This design comes from an exercise in tuning for small area, a short achievable clock period and few clock cycles on the open sky130 flow, not from production work. Where RTL was checked, it was by simulation tests only, not by an equivalence proof against the original. No activity file was given, so power comes from the tool's default toggle rates.

## raster_core_multirow
module raster_core_multirow #(
   parameter int unsigned CORE_ID      = 3,
   parameter int unsigned NUM_ROWS     = 2,
   parameter int unsigned X_MAX        = 400,
   parameter int unsigned BRAM_LATENCY = 2,
   parameter logic [31:0] LAMBDA_ONE   = 32'h0001_0000,
   parameter int unsigned ADDR_W       = 10
) (
   input  logic              clk,
   input  logic              reset,
   input  logic              s_valid,
   input  logic [31:0]       s_data,
   output logic              s_ready,
   output logic              m_valid,
   input  logic              m_ready,
   output logic [15:0]       m_data,
   output logic              m_last,
   output logic              rch_en,
   output logic [ADDR_W-1:0] rch_addr,
   input  logic [31:0]       rch_data,
   output logic              wch_en,
   output logic [ADDR_W-1:0] wch_addr,
   output logic [31:0]       wch_data
);
For scale: ~460 flip-flops, roughly 140 I/O pins, ~29,000 sq um of cells after synthesis.
clock: 8.0 ns
lec_check: 0
abc_area: 1
cap_margin: 20
core_margin: 2
core_utilization: 40
setup_slack_margin: 4.0
slew_margin: 20
run.sh (not shown) runs the stock make flow with config.mk's settings and CLKGATE_MAP_FILE= SYNTH_SCRIPT=/design/flow/synth_recipe.tcl, a recipe that flattens the netlist after the stock synthesis.
Next try:
--- a/flow/design.v
+++ b/flow/design.v
@@ -261,25 +261,25 @@
    assign s_ready = s_ready_q;
    always_ff @(posedge clk) begin
       if (acc && wcnt_q == 4'd0) begin
          id_q <= s_data[31:20];
          f6_q <= !s_data[12] && s_data[5:0] <= 6'(ROW_BASE) &&
                  s_data[11:6] >= 6'(ROW_BASE);
          f7_q <= !s_data[12] && s_data[5:0] <= 6'(ROW_BASE + 1) &&
                  s_data[11:6] >= 6'(ROW_BASE + 1);
       end
-      if (trans || wcnt_q == 4'd3)               l0_q <= r0_q;
+      if (trans || (acc && wcnt_q == 4'd3))      l0_q <= r0_q;
       else if (jump)                              l0_q <= n0[31:0];
       else if (a0_q != '0 || step)               l0_q <= sum0;
-      if (trans || wcnt_q == 4'd5)               l1_q <= r1_q;
+      if (trans || (acc && wcnt_q == 4'd5))      l1_q <= r1_q;
       else if (jump)                              l1_q <= n1[31:0];
       else if (a1_q != '0 || step)               l1_q <= sum1;
-      if (trans || wcnt_q == 4'd8)               z_q  <= rz_q;
+      if (trans || (acc && wcnt_q == 4'd8))      z_q  <= rz_q;
       else if (jump)                              z_q  <= nz;
       else if (az_q != '0 || step)               z_q  <= sumz;
       if (acc && (wcnt_q == 4'd1 || wcnt_q == 4'd3)) r0_q <= s_data;
       else if (prep_swap)                         r0_q <= sum0;
       if (acc && (wcnt_q == 4'd2 || wcnt_q == 4'd5)) r1_q <= s_data;
       else if (prep_swap)                         r1_q <= sum1;
       if (acc && (wcnt_q == 4'd7 || wcnt_q == 4'd8)) rz_q <= s_data[15:0];
       else if (prep_swap)                         rz_q <= sumz;
       if (acc && wcnt_q == 4'd4)                 dx0_q <= s_data;
Effect: The new run completed without violations; cell area went down by 1.6%; register-to-register slack improved by 0.03 ns; wire length fell by 4.8%; combinational power shrinks by 4.2%; critical path depth goes down by 10; total power is lower by 2.0%; hold slack is better by 0.0033 ns; cell count shrinks by 1.0%; clock-buffer cell count decreases by 10; global-route usage is lower by 1.1 points; non-clock buffer count goes down by 30; synthesized area is about the same; via count falls by 1.4%.
Testbench counts after the change, summed over its fixed seeds: cycles 84,243.
For the first run of this note, only the layout was checked, not whether the RTL still works.

========
== the reference run ==
Another version of the RTL of raster_core_multirow (not shown whole).
Size in the first run: roughly 3400 cells after synthesis, about 580 flip-flops, ~140 I/O pins, ~34000 µm² of cells after synthesis.
export LEC_CHECK = 0
export CAP_MARGIN = 20
export CORE_MARGIN = 2
export CORE_UTILIZATION = 40
export SETUP_SLACK_MARGIN = 4.0
export SLEW_MARGIN = 20
create_clock -name core_clock -period 8.0 [get_ports {clk}]
Testbench counts of the reference run, summed over its fixed seeds: cycles 89,220.
## Diff of input files: the trial run against the reference run
--- a/flow/design.v
+++ b/flow/design.v
@@ -75,19 +75,19 @@
    assign wch_addr = wch_addr_q;
    assign wch_data = {4'b0, wch_data_q};
    logic              acc, prep_add, prep_swap, in_rast, in_init, in_load, cs_load;
    logic [31:0]       sum0, sum1;
    logic [15:0]       sumz;
    logic [NW-1:0]     n0, n1;
    logic [15:0]       nz;
    logic [31:0]       ns;
    logic              fit0, fit1, ns_big, skb_d, pls_d;
-   logic [32:0]       lsum;
+   logic [31:0]       lsum;
    logic              cov, lbig, seg_skip, at_bnd, jump, to_bnd, x_end;
    logic              step, issue, trans, wb_drop, wb_take;
    logic [ADDR_W-1:0] pix_addr;
    logic              eng_free, s_ready_d, s_ready_q;
    function automatic logic [32:0] add33(input logic [32:0] a, input logic [32:0] b,
                                          input logic ci);
       logic [32:0] p, g, pp, gg, gn, pn;
       p = a ^ b;
       g = a & b;
@@ -129,31 +129,54 @@
       eh = (ah[1] ^ bh[1]) == (ah[0] & bh[0]);
       for (int i = 1; i < 16; i++)
          zh = zh && ((ah[i] ^ bh[i]) == (ah[i-1] | bh[i-1]));
       for (int i = 2; i < 16; i++)
          eh = eh && ((ah[i] ^ bh[i]) == (ah[i-1] | bh[i-1]));
       zh = zh && ((ah[0] ^ bh[0]) == c);
       eh = eh && zl && ((ah[0] ^ bh[0]) != (al[10] | bl[10])) && cs[4:0] == '0;
       ns_gt_one = !(zh || eh);
    endfunction
+   function automatic logic sum_le_one(input logic [30:0] a, input logic [30:0] b);
+      logic [15:0] al, bl, g, p;
+      logic [14:0] ah, bh;
+      logic        c, zl, az, bz;
+      al = a[15:0];
+      bl = b[15:0];
+      ah = a[30:16];
+      bh = b[30:16];
+      g = al & bl;
+      p = al | bl;
+      c = 1'b0;
+      for (int i = 0; i < 16; i++)
+         c = g[i] | (p[i] & c);
+      zl = !(al[0] ^ bl[0]);
+      for (int i = 1; i < 16; i++)
+         zl = zl && ((al[i] ^ bl[i]) == (al[i-1] | bl[i-1]));
+      az = ah[14:1] == '0;
+      bz = bh[14:1] == '0;
+      sum_le_one = az && bz && (
+         (!ah[0] && !bh[0] && !c) ||
+         (zl && (al[15] | bl[15]) && !ah[0] && !bh[0]) ||
+         (zl && al == '0 && bl == '0 && (ah[0] ^ bh[0])));
+   endfunction
    always_comb begin
       acc       = s_valid && s_ready_d;
       prep_add  = ms_q == M_PREP && pc_q != 3'd6 && pc_q != 3'd7;
       prep_swap = ms_q == M_PREP && pc_q == 3'd6;
       in_rast   = ms_q == M_RAST;
       in_init   = ms_q == M_INIT;
       in_load   = ms_q == M_LOAD;
       cs_load   = ms_q == M_LOAD2 || (ms_q == M_PREP && pc_q == 3'd7);
       sum0 = 32'(add33(33'(l0_q), 33'(dx0_q), 1'b0));
       sum1 = 32'(add33(33'(l1_q), 33'(dx1_q), 1'b0));
       sumz = 16'(add33(33'(z_q), 33'(dz_q), 1'b0));
-      lsum = {1'b0, l0_q} + {1'b0, l1_q};
-      lbig = lsum > {1'b0, LAMBDA_ONE};
+      lsum = l0_q + l1_q;
+      lbig = !sum_le_one(l0_q[30:0], l1_q[30:0]);
       cov  = !l0_q[31] && !l1_q[31] && !lbig;
       n0 = {add33({{(JSH+1){c0_q[31]}}, c0_q[31:JSH]}, {dx0_q[31], dx0_q}, 1'b0),
             c0_q[JSH-1:0]};
       n1 = {add33({{(JSH+1){c1_q[31]}}, c1_q[31:JSH]}, {dx1_q[31], dx1_q}, 1'b0),
             c1_q[JSH-1:0]};
       nz = {11'(add33(33'(cz_q[15:JSH]), 33'(dz_q[15-JSH:0]), 1'b0)), cz_q[JSH-1:0]};
       ns = {27'(add33(33'(cs_q[31:JSH]), 33'(dxs_q), 1'b0)), cs_q[JSH-1:0]};
       fit0   = n0[NW-1:31] == '0 || n0[NW-1:31] == '1;
       fit1   = n1[NW-1:31] == '0 || n1[NW-1:31] == '1;
@@ -174,19 +197,19 @@
       to_bnd   = jump || (step && x_q[JSH-1:0] == '1);
       trans    = in_rast && x_end && !row_q && f7_q;
       pix_addr = row_q ? ADDR_W'(x_q) + ADDR_W'(X_MAX) : ADDR_W'(x_q);
       eng_free = es_q == E_IDLE && !wbq_q;
       wb_drop  = es_q == E_WB && v3_q && m_valid_q && !m_ready;
       wb_take  = es_q == E_WB && v3_q && !wb_drop;
       s_ready_d = s_ready_q;
    end
    logic unused_d;
-   assign unused_d = ^{rch_data[31:28], s_data[19:13], lsum[32]};
+   assign unused_d = ^{rch_data[31:28], s_data[19:13]};
    mstate_t           ms_n;
    logic [3:0]        wcnt_n;
    logic              wbq_n;
    always_comb begin
       ms_n   = ms_q;
       wcnt_n = wcnt_q;
       case (ms_q)
          M_RX: begin
             if (acc) begin
@@ -247,19 +270,19 @@
          c1_q <= r1_q;
          cz_q <= rz_q;
       end else if (in_init || to_bnd) begin
          c0_q <= n0[31:0];
          c1_q <= n1[31:0];
          cz_q <= nz;
       end
       dxs_q <= (32-JSH)'(add33(33'(dx0_q), 33'(dx1_q), 1'b0));
       if (cs_load)
-         cs_q <= lsum[31:0];
+         cs_q <= lsum;
       else if (in_init || to_bnd)
          cs_q <= ns;
       if (cs_load)
          pls_q <= !l0_q[31] && !l1_q[31] && lbig;
       else if (in_init || to_bnd)
          pls_q <= pls_d;
       if (in_init || to_bnd) begin
          fb0_q <= fit0;
          fb1_q <= fit1;
--- outcome ---
Of the trial run and the reference run, the run reporting the lower layout buffering overhead excluding clock cells was the trial run. Summary of the comparison: number of buffers inserted during clock tree synthesis is lower in the trial run, relative to the reference run. Diff the reference run -> the trial run | final instance area | increase of 0.82%. Against the reference run, the trial run comes in 0.026 higher on routability-driven placement congestion ratio. When the trial run is measured against the reference run, its met3 usage in global routing turns out 0.88 points higher.
Testbench counts of the trial run, summed over its fixed seeds: cycles 89,220.

## separate check: timing with driven ports
The flow's constraints put no driver on any port. The routed layouts listed below were extracted and timed again, unchanged, in two steps.
Step 1: set_driving_cell puts a clkbuf_16 on clk and a buf_2 on each other input, an assumption about the parent block.
Step 2 moves the port delays by t, midway between the first and last clock arrival at a register: inputs arrive t later, outputs are due t later. That takes back most of the time a late clock gives input paths.
a / b / c = no drivers / after step 1 / after step 2; a / b = the first two.
run	shift t [ns]	setup slack, ns	worst register clock-pin slew, ns
the first run of note 1	0.665	4.093 / 4.093 / 3.499	0.07 / 0.07
the second run of note 1	0.649	4.099 / 4.097 / 3.478	0.07 / 0.07
the reference run	0.684	3.933 / 3.933 / 3.508	0.06 / 0.06
the trial run	0.673	4.138 / 4.138 / 3.524	0.06 / 0.06
After both steps every run listed still meets setup and hold. The setup slack of the second run of note 1, which loses most, moves by -0.002 ns with the drivers and by -0.621 ns with both steps.
